This design comes from an exercise in tuning for small area, a short achievable clock period and few clock cycles on the open sky130 flow, not from production work.

==> run a: inputs <==
==> flow/design.v <==
package alu_seq_pkg;
    localparam int ALU_OP_W = 5;
    localparam logic [ALU_OP_W-1:0] ALU_ADD    = 5'd0;
    localparam logic [ALU_OP_W-1:0] ALU_SUB    = 5'd1;
    localparam logic [ALU_OP_W-1:0] ALU_AND    = 5'd2;
    localparam logic [ALU_OP_W-1:0] ALU_OR     = 5'd3;
    localparam logic [ALU_OP_W-1:0] ALU_XOR    = 5'd4;
    localparam logic [ALU_OP_W-1:0] ALU_SLT    = 5'd5;
    localparam logic [ALU_OP_W-1:0] ALU_SLTU   = 5'd6;
    localparam logic [ALU_OP_W-1:0] ALU_SLL    = 5'd7;
    localparam logic [ALU_OP_W-1:0] ALU_SRL    = 5'd8;
    localparam logic [ALU_OP_W-1:0] ALU_SRA    = 5'd9;
    localparam logic [ALU_OP_W-1:0] ALU_MUL    = 5'd16;
    localparam logic [ALU_OP_W-1:0] ALU_MULH   = 5'd17;
    localparam logic [ALU_OP_W-1:0] ALU_MULHSU = 5'd18;
    localparam logic [ALU_OP_W-1:0] ALU_MULHU  = 5'd19;
    localparam logic [ALU_OP_W-1:0] ALU_DIV    = 5'd20;
    localparam logic [ALU_OP_W-1:0] ALU_DIVU   = 5'd21;
    localparam logic [ALU_OP_W-1:0] ALU_REM    = 5'd22;
    localparam logic [ALU_OP_W-1:0] ALU_REMU   = 5'd23;
    localparam logic [2:0] PH_EXE  = 3'd0;   
    localparam logic [2:0] PH_MUL  = 3'd1;   
    localparam logic [2:0] PH_DABS = 3'd2;   
    localparam logic [2:0] PH_DALN = 3'd3;   
    localparam logic [2:0] PH_DIT  = 3'd4;   
    localparam logic [2:0] PH_DFIX = 3'd5;   
endpackage
module alu_lzc #(
    parameter int XLEN = 32,
    parameter int CW   = $clog2(XLEN) + 1
) (
    input  logic [XLEN-1:0] x,
    output logic [CW-1:0]   n
);
    always_comb begin
        n = CW'(XLEN);
        for (int i = 0; i < XLEN; i++)
            if (x[i]) n = CW'(XLEN - 1 - i);
    end
endmodule
module alu_mac8 (
    input  logic [32:0] p,
    input  logic [32:0] a,
    input  logic [7:0]  b,
    input  logic        bprev,
    input  logic        ext,
    output logic [40:0] s
);
    logic [8:0]  bb;
    logic [40:0] r0, r1, r2, r3, rp, rx, nk;
    logic [3:0]  negs;
    assign bb = {b, bprev};
    function automatic logic [34:0] booth_row(input logic [2:0] g, input logic [32:0] x);
        logic        one, two, neg;
        logic [33:0] sel, t;
        one = g[1] ^ g[0];
        two = (g[2] & ~g[1] & ~g[0]) | (~g[2] & g[1] & g[0]);
        neg = g[2];
        sel = ({34{one}} & {x[32], x}) | ({34{two}} & {x, 1'b0});
        t   = sel ^ {34{neg}};
        booth_row = {neg, ~t[33], t[32:0]};
    endfunction
    logic [34:0] b0, b1, b2, b3;
    assign b0 = booth_row(bb[2:0], a);
    assign b1 = booth_row(bb[4:2], a);
    assign b2 = booth_row(bb[6:4], a);
    assign b3 = booth_row(bb[8:6], a);
    assign negs = {b3[34], b2[34], b1[34], b0[34]};
    assign r0 = 41'(b0[33:0]);
    assign r1 = 41'(b1[33:0]) << 2;
    assign r2 = 41'(b2[33:0]) << 4;
    assign r3 = 41'(b3[33:0]) << 6;
    assign rp = 41'({~p[32], p[31:0]});
    assign rx = ext ? (41'({~a[32], a[31:0]}) << 8) : (41'd1 << 40);
    localparam logic [40:0] K = -(41'd1 << 32) - (41'd1 << 33) - (41'd1 << 35)
                              - (41'd1 << 37) - (41'd1 << 39) - (41'd1 << 40);
    assign nk = K | {34'd0, negs[3], 1'b0, negs[2], 1'b0, negs[1], 1'b0, negs[0]};
    function automatic logic [81:0] csa(input logic [40:0] x, input logic [40:0] y,
                                        input logic [40:0] z);
        logic [40:0] sm, cy;
        sm  = x ^ y ^ z;
        cy  = (x & y) | (x & z) | (y & z);
        csa = {sm, cy[39:0], 1'b0};
    endfunction
    logic [81:0] t1, t2, t3, t4, t5;
    assign t1 = csa(r0, r1, r2);
    assign t2 = csa(r3, rp, rx);
    assign t3 = csa(t1[81:41], t1[40:0], t2[81:41]);
    assign t4 = csa(t3[81:41], t3[40:0], t2[40:0]);
    assign t5 = csa(t4[81:41], t4[40:0], nk);
    assign s  = t5[81:41] + t5[40:0];
endmodule
import alu_seq_pkg::*;
module alu_seq #(
    parameter int XLEN    = 32,
    parameter int SHAMT_W = $clog2(XLEN)
) (
    input  logic                clk,
    input  logic                rst_n,
    input  logic                flush,
    input  logic                in_valid,
    output logic                in_ready,
    input  logic [ALU_OP_W-1:0] op,
    input  logic                alu_src,
    input  logic [XLEN-1:0]     src1,
    input  logic [XLEN-1:0]     src2,
    input  logic [XLEN-1:0]     imm,
    output logic                out_valid,
    input  logic                out_ready,
    output logic [XLEN-1:0]     result,
    output logic                zero,
    output logic                busy
);
    localparam int CW = SHAMT_W + 1;
    logic                xv_q;       
    logic                xfin_q;     
    logic [2:0]          ph_q;
    logic [ALU_OP_W-1:0] xop_q;
    logic [XLEN-1:0]     xa_q, xb_q;
    logic [XLEN:0]       p_q;        
    logic [SHAMT_W-1:0]  cnt_q;
    logic                negq_q, negr_q;
    logic                bprev_q;    
    logic                v0_q, v1_q;
    logic [XLEN-1:0]     r0_q, r1_q;
    logic [XLEN-1:0] op2;
    logic            accept, can_wr, wr, xadv, head_free;
    logic            in_mul, in_div, in_sgn, in_sa, in_sb;
    assign op2       = alu_src ? imm : src2;
    assign in_ready  = !xv_q || (xfin_q && !v1_q);
    assign accept    = in_valid && in_ready && !flush;
    assign can_wr    = !v1_q || out_ready;
    assign wr        = xv_q && xfin_q && can_wr;
    assign xadv      = !xfin_q || can_wr;
    assign head_free = !v0_q || out_ready;
    assign in_mul = (op[4:2] == 3'b100);
    assign in_div = (op[4:2] == 3'b101);
    assign in_sgn = in_div && !op[0];
    assign in_sa  = in_sgn && src1[XLEN-1];
    assign in_sb  = in_sgn && op2[XLEN-1];
    logic            sub_mode, is_dabs, is_daln, is_dit, is_dfix, is_mul;
    logic [XLEN-1:0] add_a, add_b;
    logic [XLEN:0]   add_s;
    logic            slt, sltu;
    assign is_mul  = (ph_q == PH_MUL);
    assign is_dabs = (ph_q == PH_DABS);
    assign is_daln = (ph_q == PH_DALN);
    assign is_dit  = (ph_q == PH_DIT);
    assign is_dfix = (ph_q == PH_DFIX);
    assign sub_mode = xop_q[4] || (xop_q == ALU_SUB) ||
                      (xop_q == ALU_SLT) || (xop_q == ALU_SLTU);
    assign add_a    = is_dabs ? '0 : xa_q;
    assign add_b    = sub_mode ? ~xb_q : xb_q;
    assign add_s    = {1'b0, add_a} + {1'b0, add_b} + {{XLEN{1'b0}}, sub_mode};
    assign sltu     = !add_s[XLEN];
    assign slt      = (xa_q[XLEN-1] ^ xb_q[XLEN-1]) ? xa_q[XLEN-1] : add_s[XLEN-1];
    logic [CW-1:0]      za, zb;
    logic [CW:0]        zdiff;
    logic               b_zero, q_zero;
    logic [SHAMT_W-1:0] sh_amt;
    logic [XLEN-1:0]    sh_in, sh_t, sh_r, sh_out;
    logic               sh_left, sh_fill;
    alu_lzc #(.XLEN(XLEN)) u_lza (.x(xa_q), .n(za));
    alu_lzc #(.XLEN(XLEN)) u_lzb (.x(xb_q), .n(zb));
    assign zdiff  = {1'b0, zb} - {1'b0, za};
    assign b_zero = zb[CW-1];
    assign q_zero = zdiff[CW];
    assign sh_in   = is_daln ? xb_q : xa_q;
    assign sh_amt  = is_daln ? zdiff[SHAMT_W-1:0] : xb_q[SHAMT_W-1:0];
    assign sh_left = is_daln || (xop_q == ALU_SLL);
    assign sh_fill = (xop_q == ALU_SRA) && xa_q[XLEN-1];
    always_comb begin
        for (int i = 0; i < XLEN; i++)
            sh_t[i] = sh_left ? sh_in[XLEN-1-i] : sh_in[i];
        sh_r = XLEN'($signed({sh_fill, sh_t}) >>> sh_amt);
        for (int i = 0; i < XLEN; i++)
            sh_out[i] = sh_left ? sh_r[XLEN-1-i] : sh_r[i];
    end
    logic [XLEN-1:0] base_res;
    always_comb begin
        case (xop_q)
            ALU_ADD, ALU_SUB:         base_res = add_s[XLEN-1:0];
            ALU_AND:                  base_res = xa_q & xb_q;
            ALU_OR:                   base_res = xa_q | xb_q;
            ALU_XOR:                  base_res = xa_q ^ xb_q;
            ALU_SLT:                  base_res = {{(XLEN-1){1'b0}}, slt};
            ALU_SLTU:                 base_res = {{(XLEN-1){1'b0}}, sltu};
            ALU_SLL, ALU_SRL, ALU_SRA: base_res = sh_out;
            default:                  base_res = '0;
        endcase
    end
    logic            m_sa, m_sb, m_last;
    logic [40:0]     m_sum;
    logic [XLEN-1:0] m_lo, m_hi;
    assign m_sa   = xop_q[0] ^ xop_q[1];            
    assign m_sb   = xop_q[0] && !xop_q[1];          
    assign m_last = (cnt_q[1:0] == 2'd3);
    alu_mac8 u_mac (
        .p     (p_q),
        .a     ({m_sa && xa_q[XLEN-1], xa_q}),
        .b     (xb_q[7:0]),
        .bprev (bprev_q),
        .ext   (m_last && !m_sb && xb_q[7]),
        .s     (m_sum)
    );
    assign m_lo   = {m_sum[7:0], xb_q[XLEN-1:8]};
    assign m_hi   = m_sum[XLEN+7:8];
    logic [XLEN-1:0] neg_in, neg_out, div_res;
    logic            d_ge;
    assign neg_in  = (is_dfix && !xop_q[1]) ? p_q[XLEN-1:0] : xa_q;
    assign neg_out = -neg_in;
    assign d_ge    = add_s[XLEN];
    assign div_res = xop_q[1] ? (negr_q ? neg_out : xa_q)
                              : (negq_q ? neg_out : p_q[XLEN-1:0]);
    logic [XLEN-1:0] x_res;
    assign x_res = is_mul  ? ((xop_q[1:0] == 2'd0) ? m_lo : m_hi)
                 : is_dfix ? div_res
                 : base_res;
    always_ff @(posedge clk or negedge rst_n) begin
        if (!rst_n) begin
            xv_q   <= 1'b0;
            xfin_q <= 1'b0;
            ph_q   <= PH_EXE;
            v0_q   <= 1'b0;
            v1_q   <= 1'b0;
        end else if (flush) begin
            xv_q <= 1'b0;
            v0_q <= 1'b0;
            v1_q <= 1'b0;
        end else begin
            if (head_free) begin
                v0_q <= v1_q || wr;
                v1_q <= v1_q && wr;
            end else if (wr) begin
                v1_q <= 1'b1;
            end
            if (accept) begin
                xv_q   <= 1'b1;
                xfin_q <= !(in_mul || in_div);
                ph_q   <= in_mul ? PH_MUL
                        : in_div ? ((in_sa || in_sb) ? PH_DABS : PH_DALN)
                        : PH_EXE;
            end else if (xv_q && xadv) begin
                unique case (ph_q)
                    PH_MUL: begin
                        if (m_last) xv_q <= 1'b0;
                        xfin_q <= (cnt_q[1:0] == 2'd2);
                    end
                    PH_DABS: ph_q <= PH_DALN;
                    PH_DALN: begin
                        if (b_zero || q_zero) begin
                            ph_q   <= PH_DFIX;
                            xfin_q <= 1'b1;
                        end else begin
                            ph_q <= PH_DIT;
                        end
                    end
                    PH_DIT: begin
                        if (cnt_q == '0) begin
                            ph_q   <= PH_DFIX;
                            xfin_q <= 1'b1;
                        end
                    end
                    default: xv_q <= 1'b0;
                endcase
            end
        end
    end
    always_ff @(posedge clk) begin
        if (accept) begin
            xop_q  <= op;
            xa_q   <= src1;
            xb_q   <= op2;
            p_q    <= '0;
            cnt_q  <= '0;
            bprev_q <= 1'b0;
            negq_q <= in_sa ^ in_sb;
            negr_q <= in_sa;
        end else if (xv_q && xadv) begin
            unique case (ph_q)
                PH_MUL: begin
                    p_q   <= m_sum[XLEN+8:8];
                    bprev_q <= xb_q[7];
                    xb_q  <= m_lo;
                    cnt_q <= cnt_q + 1'b1;
                end
                PH_DABS: begin
                    if (xa_q[XLEN-1]) xa_q <= neg_out;
                    if (xb_q[XLEN-1]) xb_q <= add_s[XLEN-1:0];
                end
                PH_DALN: begin
                    if (b_zero) begin
                        p_q    <= '1;
                        negq_q <= 1'b0;
                    end else if (!q_zero) begin
                        xb_q  <= sh_out;
                        cnt_q <= zdiff[SHAMT_W-1:0];
                    end
                end
                PH_DIT: begin
                    if (d_ge) xa_q <= add_s[XLEN-1:0];
                    p_q   <= {p_q[XLEN-1:0], d_ge};
                    xb_q  <= xb_q >> 1;
                    cnt_q <= cnt_q - 1'b1;
                end
                default: ;
            endcase
        end
        if (head_free) begin
            if (v1_q) r0_q <= r1_q;
            else if (wr) r0_q <= x_res;
            if (v1_q && wr) r1_q <= x_res;
        end else if (wr) begin
            r1_q <= x_res;
        end
    end
    assign out_valid = v0_q;
    assign result    = r0_q;
    assign zero      = (r0_q == '0);
    assign busy      = xv_q || v1_q;
endmodule
==> flow/run.sh <==
#!/bin/bash
# synth_recipe.tcl (not shown) runs the flow's synth.tcl, then flattens the netlist and writes it again
# the make line also repeats each setting of config.mk as NAME=value (left out here)
make -C /OpenROAD-flow-scripts/flow DESIGN_CONFIG=/design/flow/config.mk WORK_HOME=/design/flow/orfs CLKGATE_MAP_FILE= SYNTH_SCRIPT=/design/flow/synth_recipe.tcl finish
==> flow/config.mk <==
export PLATFORM = sky130hd
export DESIGN_NAME = alu_seq
export DESIGN_NICKNAME = alu_seq
export VERILOG_FILES = /design/flow/design.v
export SDC_FILE = /design/flow/constraint.sdc
export NUM_CORES = 4
export LEC_CHECK = 0
export ABC_AREA = 1
export CAP_MARGIN = 20
export CORE_MARGIN = 2
export CORE_UTILIZATION = 40
export PLACE_DENSITY = 0.6
export SETUP_SLACK_MARGIN = 5
export SLEW_MARGIN = 20
==> flow/constraint.sdc <==
create_clock -name core_clock -period 12.0 [get_ports {clk}]
set_input_delay 2.4000 -clock core_clock [delete_from_list [all_inputs] [get_ports {clk}]]
set_output_delay 2.4000 -clock core_clock [all_outputs]
set_load 0.01 [all_outputs]
==> run b: changes against run a <==
--- a/flow/design.v
+++ b/flow/design.v
@@ -113,26 +113,24 @@
 );
     localparam int CW = SHAMT_W + 1;
     logic                xv_q;       
-    logic                xfin_q;     
     logic [2:0]          ph_q;
     logic [ALU_OP_W-1:0] xop_q;
     logic [XLEN-1:0]     xa_q, xb_q;
-    logic [XLEN:0]       p_q;        
     logic [SHAMT_W-1:0]  cnt_q;
     logic                negq_q, negr_q;
     logic                bprev_q;    
-    logic                v0_q, v1_q;
-    logic [XLEN-1:0]     r0_q, r1_q;
+    logic                p32_q;      
+    logic                v0_q;
+    logic [XLEN-1:0]     r0_q;       
     logic [XLEN-1:0] op2;
-    logic            accept, can_wr, wr, xadv, head_free;
+    logic            accept, wr, xadv, head_free, x_fin, x_wp;
     logic            in_mul, in_div, in_sgn, in_sa, in_sb;
     assign op2       = alu_src ? imm : src2;
-    assign in_ready  = !xv_q || (xfin_q && !v1_q);
-    assign accept    = in_valid && in_ready && !flush;
-    assign can_wr    = !v1_q || out_ready;
-    assign wr        = xv_q && xfin_q && can_wr;
-    assign xadv      = !xfin_q || can_wr;
     assign head_free = !v0_q || out_ready;
+    assign in_ready  = !xv_q || (x_fin && head_free);
+    assign accept    = in_valid && in_ready && !flush;
+    assign wr        = xv_q && x_fin && head_free;
+    assign xadv      = !(x_fin || x_wp) || head_free;
     assign in_mul = (op[4:2] == 3'b100);
     assign in_div = (op[4:2] == 3'b101);
     assign in_sgn = in_div && !op[0];
@@ -189,76 +187,92 @@
             default:                  base_res = '0;
         endcase
     end
-    logic            m_sa, m_sb, m_last;
+    logic            m_sa, m_sb, m_first, m_last;
+    logic [XLEN:0]   m_p;
     logic [40:0]     m_sum;
     logic [XLEN-1:0] m_lo, m_hi;
-    assign m_sa   = xop_q[0] ^ xop_q[1];            
-    assign m_sb   = xop_q[0] && !xop_q[1];          
-    assign m_last = (cnt_q[1:0] == 2'd3);
+    assign m_sa    = xop_q[0] ^ xop_q[1];            
+    assign m_sb    = xop_q[0] && !xop_q[1];          
+    assign m_first = (cnt_q[1:0] == 2'd0);
+    assign m_last  = (cnt_q[1:0] == 2'd3);
+    assign m_p     = m_first ? '0 : {p32_q, r0_q};
     alu_mac8 u_mac (
-        .p     (p_q),
+        .p     (m_p),
         .a     ({m_sa && xa_q[XLEN-1], xa_q}),
         .b     (xb_q[7:0]),
         .bprev (bprev_q),
         .ext   (m_last && !m_sb && xb_q[7]),
         .s     (m_sum)
     );
-    assign m_lo   = {m_sum[7:0], xb_q[XLEN-1:8]};
-    assign m_hi   = m_sum[XLEN+7:8];
+    assign m_lo = {m_sum[7:0], xb_q[XLEN-1:8]};
+    assign m_hi = m_sum[XLEN+7:8];
     logic [XLEN-1:0] neg_in, neg_out, div_res;
-    logic            d_ge;
-    assign neg_in  = (is_dfix && !xop_q[1]) ? p_q[XLEN-1:0] : xa_q;
+    logic [XLEN-1:0] rem1, rem2, d_q, d_r;
+    logic [XLEN:0]   sub2;
+    logic            ge1, ge2, d_two, d_last, d_fix;
+    assign ge1    = add_s[XLEN];
+    assign rem1   = ge1 ? add_s[XLEN-1:0] : xa_q;
+    assign sub2   = {1'b0, rem1} - {2'b0, xb_q[XLEN-1:1]};
+    assign ge2    = !sub2[XLEN];
+    assign rem2   = ge2 ? sub2[XLEN-1:0] : rem1;
+    assign d_two  = (cnt_q != '0);
+    assign d_last = (cnt_q[SHAMT_W-1:1] == '0);
+    assign neg_in  = (is_dfix && !xop_q[1]) ? r0_q : xa_q;
     assign neg_out = -neg_in;
-    assign d_ge    = add_s[XLEN];
     assign div_res = xop_q[1] ? (negr_q ? neg_out : xa_q)
-                              : (negq_q ? neg_out : p_q[XLEN-1:0]);
-    logic [XLEN-1:0] x_res;
+                              : (negq_q ? neg_out : r0_q);
+    assign d_q   = !is_dit ? (b_zero ? '1 : '0)
+                 : d_two   ? {r0_q[XLEN-3:0], ge1, ge2}
+                 :           {r0_q[XLEN-2:0], ge1};
+    assign d_r   = !is_dit ? xa_q : d_two ? rem2 : rem1;
+    assign d_fix = xop_q[1] ? negr_q : negq_q;
+    always_comb begin
+        unique case (ph_q)
+            PH_MUL:  x_fin = m_last;
+            PH_DABS: x_fin = 1'b0;
+            PH_DALN: x_fin = (b_zero || q_zero) && !(xop_q[1] && negr_q);
+            PH_DIT:  x_fin = d_last && !d_fix;
+            default: x_fin = 1'b1;
+        endcase
+    end
+    assign x_wp = is_mul || (is_daln && !(b_zero || q_zero)) || is_dit;
+    logic [XLEN-1:0] x_res, r0_d;
     assign x_res = is_mul  ? ((xop_q[1:0] == 2'd0) ? m_lo : m_hi)
                  : is_dfix ? div_res
+                 : (is_daln || is_dit) ? (xop_q[1] ? d_r : d_q)
                  : base_res;
+    assign r0_d  = x_fin ? x_res : is_mul ? m_hi : d_q;
     always_ff @(posedge clk or negedge rst_n) begin
         if (!rst_n) begin
-            xv_q   <= 1'b0;
-            xfin_q <= 1'b0;
-            ph_q   <= PH_EXE;
-            v0_q   <= 1'b0;
-            v1_q   <= 1'b0;
+            xv_q <= 1'b0;
+            ph_q <= PH_EXE;
+            v0_q <= 1'b0;
         end else if (flush) begin
             xv_q <= 1'b0;
             v0_q <= 1'b0;
-            v1_q <= 1'b0;
         end else begin
-            if (head_free) begin
-                v0_q <= v1_q || wr;
-                v1_q <= v1_q && wr;
-            end else if (wr) begin
-                v1_q <= 1'b1;
-            end
+            if (head_free) v0_q <= wr;
             if (accept) begin
-                xv_q   <= 1'b1;
-                xfin_q <= !(in_mul || in_div);
-                ph_q   <= in_mul ? PH_MUL
-                        : in_div ? ((in_sa || in_sb) ? PH_DABS : PH_DALN)
-                        : PH_EXE;
+                xv_q <= 1'b1;
+                ph_q <= in_mul ? PH_MUL
+                      : in_div ? ((in_sa || in_sb) ? PH_DABS : PH_DALN)
+                      : PH_EXE;
             end else if (xv_q && xadv) begin
                 unique case (ph_q)
-                    PH_MUL: begin
-                        if (m_last) xv_q <= 1'b0;
-                        xfin_q <= (cnt_q[1:0] == 2'd2);
-                    end
+                    PH_MUL: if (m_last) xv_q <= 1'b0;
                     PH_DABS: ph_q <= PH_DALN;
                     PH_DALN: begin
                         if (b_zero || q_zero) begin
-                            ph_q   <= PH_DFIX;
-                            xfin_q <= 1'b1;
+                            if (x_fin) xv_q <= 1'b0;
+                            ph_q <= PH_DFIX;
                         end else begin
                             ph_q <= PH_DIT;
                         end
                     end
                     PH_DIT: begin
-                        if (cnt_q == '0) begin
-                            ph_q   <= PH_DFIX;
-                            xfin_q <= 1'b1;
+                        if (d_last) begin
+                            if (x_fin) xv_q <= 1'b0;
+                            ph_q <= PH_DFIX;
                         end
                     end
                     default: xv_q <= 1'b0;
@@ -268,54 +282,43 @@
     end
     always_ff @(posedge clk) begin
         if (accept) begin
-            xop_q  <= op;
-            xa_q   <= src1;
-            xb_q   <= op2;
-            p_q    <= '0;
-            cnt_q  <= '0;
+            xop_q   <= op;
+            xa_q    <= src1;
+            xb_q    <= op2;
+            cnt_q   <= '0;
             bprev_q <= 1'b0;
-            negq_q <= in_sa ^ in_sb;
-            negr_q <= in_sa;
+            negq_q  <= in_sa ^ in_sb;
+            negr_q  <= in_sa;
         end else if (xv_q && xadv) begin
             unique case (ph_q)
                 PH_MUL: begin
-                    p_q   <= m_sum[XLEN+8:8];
+                    p32_q   <= m_sum[XLEN+8];
+                    xb_q    <= m_lo;
                     bprev_q <= xb_q[7];
-                    xb_q  <= m_lo;
-                    cnt_q <= cnt_q + 1'b1;
+                    cnt_q   <= cnt_q + 1'b1;
                 end
                 PH_DABS: begin
                     if (xa_q[XLEN-1]) xa_q <= neg_out;
                     if (xb_q[XLEN-1]) xb_q <= add_s[XLEN-1:0];
                 end
                 PH_DALN: begin
-                    if (b_zero) begin
-                        p_q    <= '1;
-                        negq_q <= 1'b0;
-                    end else if (!q_zero) begin
+                    if (!b_zero && !q_zero) begin
                         xb_q  <= sh_out;
                         cnt_q <= zdiff[SHAMT_W-1:0];
                     end
                 end
                 PH_DIT: begin
-                    if (d_ge) xa_q <= add_s[XLEN-1:0];
-                    p_q   <= {p_q[XLEN-1:0], d_ge};
-                    xb_q  <= xb_q >> 1;
-                    cnt_q <= cnt_q - 1'b1;
+                    xa_q  <= d_r;
+                    xb_q  <= xb_q >> 2;
+                    cnt_q <= cnt_q - 2'd2;
                 end
                 default: ;
             endcase
         end
-        if (head_free) begin
-            if (v1_q) r0_q <= r1_q;
-            else if (wr) r0_q <= x_res;
-            if (v1_q && wr) r1_q <= x_res;
-        end else if (wr) begin
-            r1_q <= x_res;
-        end
+        if (xv_q && xadv && (x_fin || x_wp)) r0_q <= r0_d;
     end
     assign out_valid = v0_q;
     assign result    = r0_q;
     assign zero      = (r0_q == '0);
-    assign busy      = xv_q || v1_q;
+    assign busy      = xv_q;
 endmodule
==> notes.md <==
| item | run b | run a |
|---|---|---|
| Status | finished clean | finished clean |
| Final worst clock skew | 0.0194 ns | 0.0346 ns |
| Final std cell area, no fill | 34200 um2 | 31400 um2 |
| Non-CTS buffers | 336 | 237 |
| Number of cells on the worst reg-to-reg path | 48 | 25 |
| Crit Reg-Reg Endpoint | xa_q[26] | r0_q[31] |
| Worst setup path endpoint | in_ready | r0_q[31] |
| Number of tapcells | 959 | 940 |
| Post-DP Area | 31900 um2 | 30300 um2 |
| Post-synth EDFFs | 104 | 135 |
| Finished Layout Cells | 5779 | 5088 |
| Die Y | 275 um | 269 um |
| Critical Path Slowest Stage Cell | sky130_fd_sc_hd__edfxtp_1 | sky130_fd_sc_hd__o21ai_1 |
| Worst-Skew Late Latency | 0.51 ns | 0.54 ns |
| Crit Path Max Fanout | 2 | 40 |
| Clock-cell share of area | 1.74% | 1.93% |
| Overall track demand over capacity in global routing | 44.9% | 40.1% |
Function was not checked in any run of this note: the RTL went through the layout flow alone.

re-timing with driven ports:
The results above use ideal ports. As a check the final layouts listed here were re-extracted and re-timed, cells and wires unchanged.
Step 1, drivers: a clkbuf_16 drives clk and a buf_2 each remaining input, both assumed.
Step 2 also shifts input and output timing later by t, the mid clock arrival at the registers, as if the neighbouring blocks saw the same clock.
Three values: ideal, step 1, step 2; two values: the first two.
run	shift t [ns]	setup WS [ns]	pins driven straight from the clock port
run a	0.583	4.998 / 4.998 / 4.998	1
run b	0.565	4.588 / 4.526 / 4.905	1
After both steps setup and hold are still met in every run listed.
